Background: an optimization exercise with open tools, aiming at small area and a short achievable clock period. Do not read the settings as production practice.
Function was checked by simulation only, so behaviour that the tests miss may differ from the original.
No activity file was given, so power comes from the tool's default toggle rates.

Setup of trial 84:
==> flow/design.v (excerpt) <==
module gpio_to_axis_mux_fifo #(
    parameter int NUM_CH     = 4,
    parameter int DATA_WIDTH = 32,
    parameter int DEPTH      = 16,
    parameter int WEN_EDGE   = 1,
    parameter int BURST_LEN  = 8
) (
    input  logic                         clk,
    input  logic                         rst_n,
    input  logic                         clr,
    input  logic [NUM_CH-1:0]            wen,
    input  logic [NUM_CH*DATA_WIDTH-1:0] wdata,
    output logic [NUM_CH-1:0]            overflow,
    output logic [DATA_WIDTH-1:0]        m_axis_tdata,
    output logic [gpio_axis_pkg::ch_width(NUM_CH)-1:0] m_axis_tdest,
    output logic                         m_axis_tlast,
    output logic                         m_axis_tvalid,
    input  logic                         m_axis_tready
);
Settings: LEC_CHECK=0, ABC_CLOCK_PERIOD_IN_PS=2400, CAP_MARGIN=20, CORE_MARGIN=2, CORE_UTILIZATION=40, SETUP_SLACK_MARGIN=2.6, SLEW_MARGIN=20; clock period 5.0 ns.
run.sh (not shown) runs the stock make flow with config.mk's settings and CLKGATE_MAP_FILE= SYNTH_SCRIPT=/design/flow/synth_recipe.tcl, a recipe that flattens the netlist after the stock synthesis.
Changes in build 7 relative to trial 84:
Settings: CORE_UTILIZATION changed from 40 to 60.
Notes after the runs:
- Build 7 vs. trial 84: leakage component of the power climbed about 0.9%; fmax dropped 16%; wire length on met2 climbed about 0.8%.
- Measured against each other, build 7 and trial 84 differ in relative slew slack, the lower figure coming from build 7.

* * *

The RTL this note starts from:
==> flow/design.v <==
package gpio_axis_pkg;
    localparam int MAX_CH = 16;
    typedef logic [3:0] ch_idx_t;
    function automatic integer clog2(input integer v);
        integer r, i;
        begin
            r = 0;
            for (i = 0; i < 31; i = i + 1)
                if ((1 << i) < v) r = i + 1;
            clog2 = r;
        end
    endfunction
    function automatic integer ch_width(input integer n);
        ch_width = (n <= 1) ? 1 : clog2(n);
    endfunction
    function automatic integer addr_width(input integer depth);
        addr_width = (depth <= 1) ? 1 : clog2(depth);
    endfunction
endpackage
module gpio_axis_chan_fifo #(
    parameter int DATA_WIDTH = 32,
    parameter int DEPTH      = 16,
    parameter int WEN_EDGE   = 1
) (
    input  logic                        clk,
    input  logic                        rst_n,
    input  logic                        clr,
    input  logic                        wen,
    input  logic [DATA_WIDTH-1:0]       wdata,
    input  logic                        pop,
    input  logic [DEPTH-1:0]            sel,
    output logic [DATA_WIDTH-1:0]       rd_data_n,
    output logic [DEPTH-1:0]            rsel,
    input  logic                        nonempty_nx,
    output logic                        nonempty,
    output logic                        wr_en,
    output logic                        one_left,
    output logic                        overflow
);
    localparam int AW = gpio_axis_pkg::addr_width(DEPTH);
    localparam int CW = gpio_axis_pkg::clog2(DEPTH + 1);
    logic [DATA_WIDTH-1:0] mem [DEPTH];
    logic [AW-1:0]         wptr, rptr;
    logic [CW-1:0]         count;
    logic                  wen_q;
    logic                  push, full;
    assign push     = (WEN_EDGE != 0) ? (wen & ~wen_q) : wen;
    assign full     = (count == CW'(DEPTH));
    assign one_left = (count == CW'(1));
    assign wr_en    = push & ~full;
    for (genvar i = 0; i < DEPTH; i++) begin : g_mem
        always_ff @(posedge clk) begin
            if (wr_en && wptr == AW'(i))
                mem[i] <= wdata;
        end
        assign rsel[i] = (rptr == AW'(i));
    end
    localparam int NG = (DEPTH + 2) / 3;
    for (genvar b = 0; b < DATA_WIDTH; b++) begin : g_rd
        logic [NG-1:0] grp_n;
        for (genvar g = 0; g < NG; g++) begin : g_grp
            if (3*g + 2 < DEPTH) begin : g_aoi
                gpio_axis_aoi222 u_aoi (
                    .a1 (sel[3*g]),     .a2 (mem[3*g][b]),
                    .b1 (sel[3*g + 1]), .b2 (mem[3*g + 1][b]),
                    .c1 (sel[3*g + 2]), .c2 (mem[3*g + 2][b]),
                    .y  (grp_n[g])
                );
            end else if (3*g + 1 < DEPTH) begin : g_aoi2
                assign grp_n[g] = ~((sel[3*g] & mem[3*g][b]) | (sel[3*g + 1] & mem[3*g + 1][b]));
            end else begin : g_nand
                assign grp_n[g] = ~(sel[3*g] & mem[3*g][b]);
            end
        end
        assign rd_data_n[b] = &grp_n;
    end
    always_ff @(posedge clk) begin
        nonempty <= nonempty_nx;
    end
    always_ff @(posedge clk) begin
        if (!rst_n) begin
            wen_q    <= 1'b0;
            wptr     <= '0;
            rptr     <= '0;
            count    <= '0;
            overflow <= 1'b0;
        end else if (clr) begin
            wen_q    <= wen;
            wptr     <= '0;
            rptr     <= '0;
            count    <= '0;
            overflow <= 1'b0;
        end else begin
            wen_q <= wen;
            if (wr_en)
                wptr <= (wptr == AW'(DEPTH - 1)) ? '0 : wptr + 1'b1;
            if (push && full)
                overflow <= 1'b1;
            if (pop)
                rptr <= (rptr == AW'(DEPTH - 1)) ? '0 : rptr + 1'b1;
            case ({wr_en, pop})
                2'b10:   count <= count + 1'b1;
                2'b01:   count <= count - 1'b1;
                default: ;
            endcase
        end
    end
endmodule
module gpio_axis_aoi222 (
    input  logic a1, a2, b1, b2, c1, c2,
    output logic y
);
    assign y = ~((a1 & a2) | (b1 & b2) | (c1 & c2));
endmodule
module gpio_to_axis_mux_fifo #(
    parameter int NUM_CH     = 4,
    parameter int DATA_WIDTH = 32,
    parameter int DEPTH      = 16,
    parameter int WEN_EDGE   = 1,
    parameter int BURST_LEN  = 8
) (
    input  logic                         clk,
    input  logic                         rst_n,
    input  logic                         clr,
    input  logic [NUM_CH-1:0]            wen,
    input  logic [NUM_CH*DATA_WIDTH-1:0] wdata,
    output logic [NUM_CH-1:0]            overflow,
    output logic [DATA_WIDTH-1:0]        m_axis_tdata,
    output logic [gpio_axis_pkg::ch_width(NUM_CH)-1:0] m_axis_tdest,
    output logic                         m_axis_tlast,
    output logic                         m_axis_tvalid,
    input  logic                         m_axis_tready
);
    localparam int CH_W = gpio_axis_pkg::ch_width(NUM_CH);
    logic [NUM_CH-1:0]                        nonempty, nonempty_nx;
    logic [NUM_CH-1:0]                        wr_en, one_left;
    logic [NUM_CH-1:0]                        pop;
    logic [NUM_CH-1:0][DATA_WIDTH-1:0]        dout_n;
    logic [NUM_CH-1:0][DEPTH-1:0]             rsel, rsel_nx;
    logic [NUM_CH-1:0][DEPTH-1:0]             sel;      
    logic [NUM_CH-1:0]     rr_oh, rr_nx;    
    logic [NUM_CH-1:0]     gnt_oh, gnt_nx;  
    logic [CH_W-1:0]       gnt;
    logic [DATA_WIDTH-1:0] gnt_data;
    logic                  gnt_vld, load, flush;
    for (genvar i = 0; i < NUM_CH; i++) begin : g_ch
        gpio_axis_chan_fifo #(
            .DATA_WIDTH (DATA_WIDTH),
            .DEPTH      (DEPTH),
            .WEN_EDGE   (WEN_EDGE)
        ) u_fifo (
            .clk         (clk),
            .rst_n       (rst_n),
            .clr         (clr),
            .wen         (wen[i]),
            .wdata       (wdata[(i)*(DATA_WIDTH) +: (DATA_WIDTH)]),
            .pop         (pop[i]),
            .sel         (sel[i]),
            .rd_data_n   (dout_n[i]),
            .rsel        (rsel[i]),
            .nonempty_nx (nonempty_nx[i]),
            .nonempty    (nonempty[i]),
            .wr_en       (wr_en[i]),
            .one_left    (one_left[i]),
            .overflow    (overflow[i])
        );
        assign nonempty_nx[i] = !flush && (wr_en[i] || (pop[i] ? (nonempty[i] && !one_left[i]) : nonempty[i]));
        assign rsel_nx[i] = pop[i] ? {rsel[i][DEPTH-2:0], rsel[i][DEPTH-1]} : rsel[i];
    end
    assign flush   = !rst_n || clr;
    assign gnt_vld = |nonempty;
    assign load    = gnt_vld & (~m_axis_tvalid | m_axis_tready);
    assign pop     = gnt_oh & {NUM_CH{load}};
    always_comb begin
        logic blocked;
        int   j;
        rr_nx = flush ? NUM_CH'(1) : load ? {gnt_oh[NUM_CH-2:0], gnt_oh[NUM_CH-1]} : rr_oh;
        for (int c = 0; c < NUM_CH; c++) begin
            blocked = 1'b0;
            for (int k = 1; k < NUM_CH; k++) begin
                j = (c - k + NUM_CH) % NUM_CH;
                for (int m = 0; m < k; m++)
                    if (rr_nx[j] && nonempty_nx[(j + m) % NUM_CH]) blocked = 1'b1;
            end
            gnt_nx[c] = nonempty_nx[c] && !blocked;
        end
    end
    always_ff @(posedge clk) begin
        rr_oh  <= rr_nx;
        gnt_oh <= gnt_nx;
        for (int c = 0; c < NUM_CH; c++)
            sel[c] <= rsel_nx[c] & {DEPTH{gnt_nx[c]}};
    end
    always_comb begin
        gnt      = '0;
        gnt_data = '1;
        for (int c = 0; c < NUM_CH; c++) begin
            if (gnt_oh[c]) gnt = gnt | CH_W'(c);
            gnt_data = gnt_data & dout_n[c];
        end
    end
    always_ff @(posedge clk) begin
        if (flush) begin
            m_axis_tvalid <= 1'b0;
            m_axis_tdata  <= '0;
            m_axis_tdest  <= '0;
            m_axis_tlast  <= 1'b0;
        end else if (load) begin
            m_axis_tvalid <= 1'b1;
            m_axis_tdata  <= ~gnt_data;
            m_axis_tdest  <= gnt;
            m_axis_tlast  <= (BURST_LEN >= 1);
        end else if (m_axis_tready) begin
            m_axis_tvalid <= 1'b0;
        end
    end
endmodule
export LEC_CHECK = 0
export CAP_MARGIN = 20
export CORE_MARGIN = 2
export CORE_UTILIZATION = 40
export CTS_CLUSTER_DIAMETER = 100
export CTS_CLUSTER_SIZE = 25
export SETUP_SLACK_MARGIN = 2.6
export SLEW_MARGIN = 20
export SYNTH_HIERARCHICAL = 1
export SYNTH_MINIMUM_KEEP_SIZE = 0
create_clock -name core_clock -period 5.0 [get_ports {clk}]
standard.sh (not shown) runs the stock make flow with config.mk's settings and CLKGATE_MAP_FILE= SYNTH_SCRIPT=/design/flow/synth_recipe.tcl, a recipe that flattens the netlist after the stock synthesis.
==> flow/flow/run.sh <==
#!/bin/bash
# Standard ORFS layout (the standard.sh, standard synthesis unchanged) with
# knobs passed through the environment:
#  - port buffers are plain buf_4 cells instead of the delay-cell buffers that
#    buffer_ports picks by default;
#  - clock tree synthesis without dummy loads, with larger sink clusters;
#  - one more setup-repair pass after global routing (flow/post_grt.tcl).
set -euo pipefail
export BUFFER_PORTS_ARGS="-buffer_cell sky130_fd_sc_hd__buf_4"
export CTS_ARGS="-sink_clustering_enable -repair_clock_nets -dont_use_dummy_load -sink_clustering_size 25 -sink_clustering_max_diameter 100"
export POST_GLOBAL_ROUTE_TCL="$PWD/flow/post_grt.tcl"
export FLOW_GRT_MARGIN=2.75
export FLOW_GRT_TNS=20
bash standard.sh > standard_flow.log 2>&1
==> flow/flow/post_grt.tcl <==
# Extra setup repair after global routing, on global-route parasitics, with a
# larger margin than the stage's own repair (detailed routing loses about
# 0.1 ns on the worst paths), done the way global_route.tcl does its repair;
# then the route guides are written again for detailed routing.
log_cmd estimate_parasitics -global_routing
log_cmd repair_timing -setup -setup_margin $::env(FLOW_GRT_MARGIN) -repair_tns $::env(FLOW_GRT_TNS) -verbose
log_cmd global_route -start_incremental
log_cmd detailed_placement
log_cmd global_route -end_incremental
log_cmd estimate_parasitics -global_routing
write_guides $::env(RESULTS_DIR)/route.guide
The starting point finished clean.
Change:
--- a/flow/flow/run.sh
+++ b/flow/flow/run.sh
@@ -6,3 +6,3 @@
 #  - clock tree synthesis without dummy loads, with larger sink clusters;
-#  - one more setup-repair pass after global routing (flow/post_grt.tcl).
+#  - more setup repair after global routing (flow/post_grt.tcl).
 set -euo pipefail
@@ -13,2 +13,3 @@
 export FLOW_GRT_TNS=20
+export FLOW_GRT_SIZE_MARGIN=2.9
 bash standard.sh > standard_flow.log 2>&1
--- a/flow/flow/post_grt.tcl
+++ b/flow/flow/post_grt.tcl
@@ -2,6 +2,9 @@
 # larger margin than the stage's own repair (detailed routing loses about
-# 0.1 ns on the worst paths), done the way global_route.tcl does its repair;
-# then the route guides are written again for detailed routing.
+# 0.1 ns on the worst paths), done the way global_route.tcl does its repair:
+# one pass with every move on the worst endpoints, then a sizing-only pass
+# over all endpoints. Then the route guides are written again for detailed
+# routing.
 log_cmd estimate_parasitics -global_routing
 log_cmd repair_timing -setup -setup_margin $::env(FLOW_GRT_MARGIN) -repair_tns $::env(FLOW_GRT_TNS) -verbose
+log_cmd repair_timing -setup -setup_margin $::env(FLOW_GRT_SIZE_MARGIN) -repair_tns 100 -sequence "sizeup,swap" -verbose
 log_cmd global_route -start_incremental
=> The changed run finished with timing, DRC and antenna clean. Global-route usage does not change. Power stays flat. Cell area climbs slightly. Sequential cell count stays the same. Via count barely changes. Worst hold slack hardly moves. Clock-buffer cell count stays the same. Synthesized cell count is unchanged. Clock skew drops by 0.0047 ns. Wire length barely changes.
Change:
--- a/flow/flow/run.sh
+++ b/flow/flow/run.sh
@@ -13,3 +13,2 @@
 export FLOW_GRT_TNS=20
-export FLOW_GRT_SIZE_MARGIN=2.9
 bash standard.sh > standard_flow.log 2>&1
--- a/flow/flow/post_grt.tcl
+++ b/flow/flow/post_grt.tcl
@@ -8,3 +8,3 @@
 log_cmd repair_timing -setup -setup_margin $::env(FLOW_GRT_MARGIN) -repair_tns $::env(FLOW_GRT_TNS) -verbose
-log_cmd repair_timing -setup -setup_margin $::env(FLOW_GRT_SIZE_MARGIN) -repair_tns 100 -sequence "sizeup,swap" -verbose
+log_cmd repair_timing -setup -setup_margin $::env(FLOW_GRT_MARGIN) -repair_tns 100 -sequence "sizeup,swap" -verbose
 log_cmd global_route -start_incremental
- cell area falls by 0.48%
- cell count is about the same
- power barely changes
- routed wire length shrinks by 0.31%
- combinational power is about the same
- global-route usage stays the same
- sequential power barely changes
Change:
--- a/flow/flow/run.sh
+++ b/flow/flow/run.sh
@@ -12,3 +12,3 @@
 export FLOW_GRT_MARGIN=2.75
-export FLOW_GRT_TNS=20
+export FLOW_GRT_TNS=50
 bash standard.sh > standard_flow.log 2>&1
After rerunning: The changed run finished with timing, DRC and antenna clean; clock-buffer cell count does not change; sequential power is about the same; cell area hardly moves; total power is about the same; wire length is about the same; clock power is about the same; setup slack gets worse by 0.0050 ns; synthesized cell count stays the same; flip-flop and latch count stays the same; utilization hardly moves; cell count stays flat.

## afterwards: timing with drivers on the ports
The results above use ideal ports. As a check the final layouts listed here were re-extracted and re-timed, cells and wires unchanged.
Step 1 assumes that a clkbuf_16 drives the clock port and a buf_2 every other input.
Step 2, shift: input delay + t, output delay - t, t = (earliest + latest rising clock arrival at the registers) / 2. This alone moves slack from input paths to output paths.
Three values: ideal ports, drivers, drivers and shift; two values: the first two.
| run | t, ns | setup WS [ns] | worst setup path at the end | latest minus earliest clock arrival (ns) | pins driven straight from the clock port |
|---|---|---|---|---|---|
| trial 84 | 0.943 | 2.178 / 2.178 / 1.602 | input to register | 0.052 / 0.052 | 1 |
| build 7 | 0.903 | 1.656 / 1.656 / 1.511 | input to register | 0.026 / 0.026 | 1 |
| the first run of note 2 | 0.807 | 2.578 / 2.578 / 1.903 | input to register | 0.104 / 0.104 | 1 |
| the second run of note 2 | 0.806 | 2.643 / 2.603 / 1.847 | input to register | 0.105 / 0.105 | 1 |
| the third run of note 2 | 0.809 | 2.672 / 2.597 / 1.911 | input to register | 0.104 / 0.104 | 1 |
| the fourth run of note 2 | 0.804 | 2.667 / 2.617 / 1.900 | input to register | 0.105 / 0.105 | 1 |
After both steps every run listed still meets setup and hold. The setup slack of the second run of note 2, which loses most, moves by -0.040 ns with the drivers and by -0.796 ns with both steps.
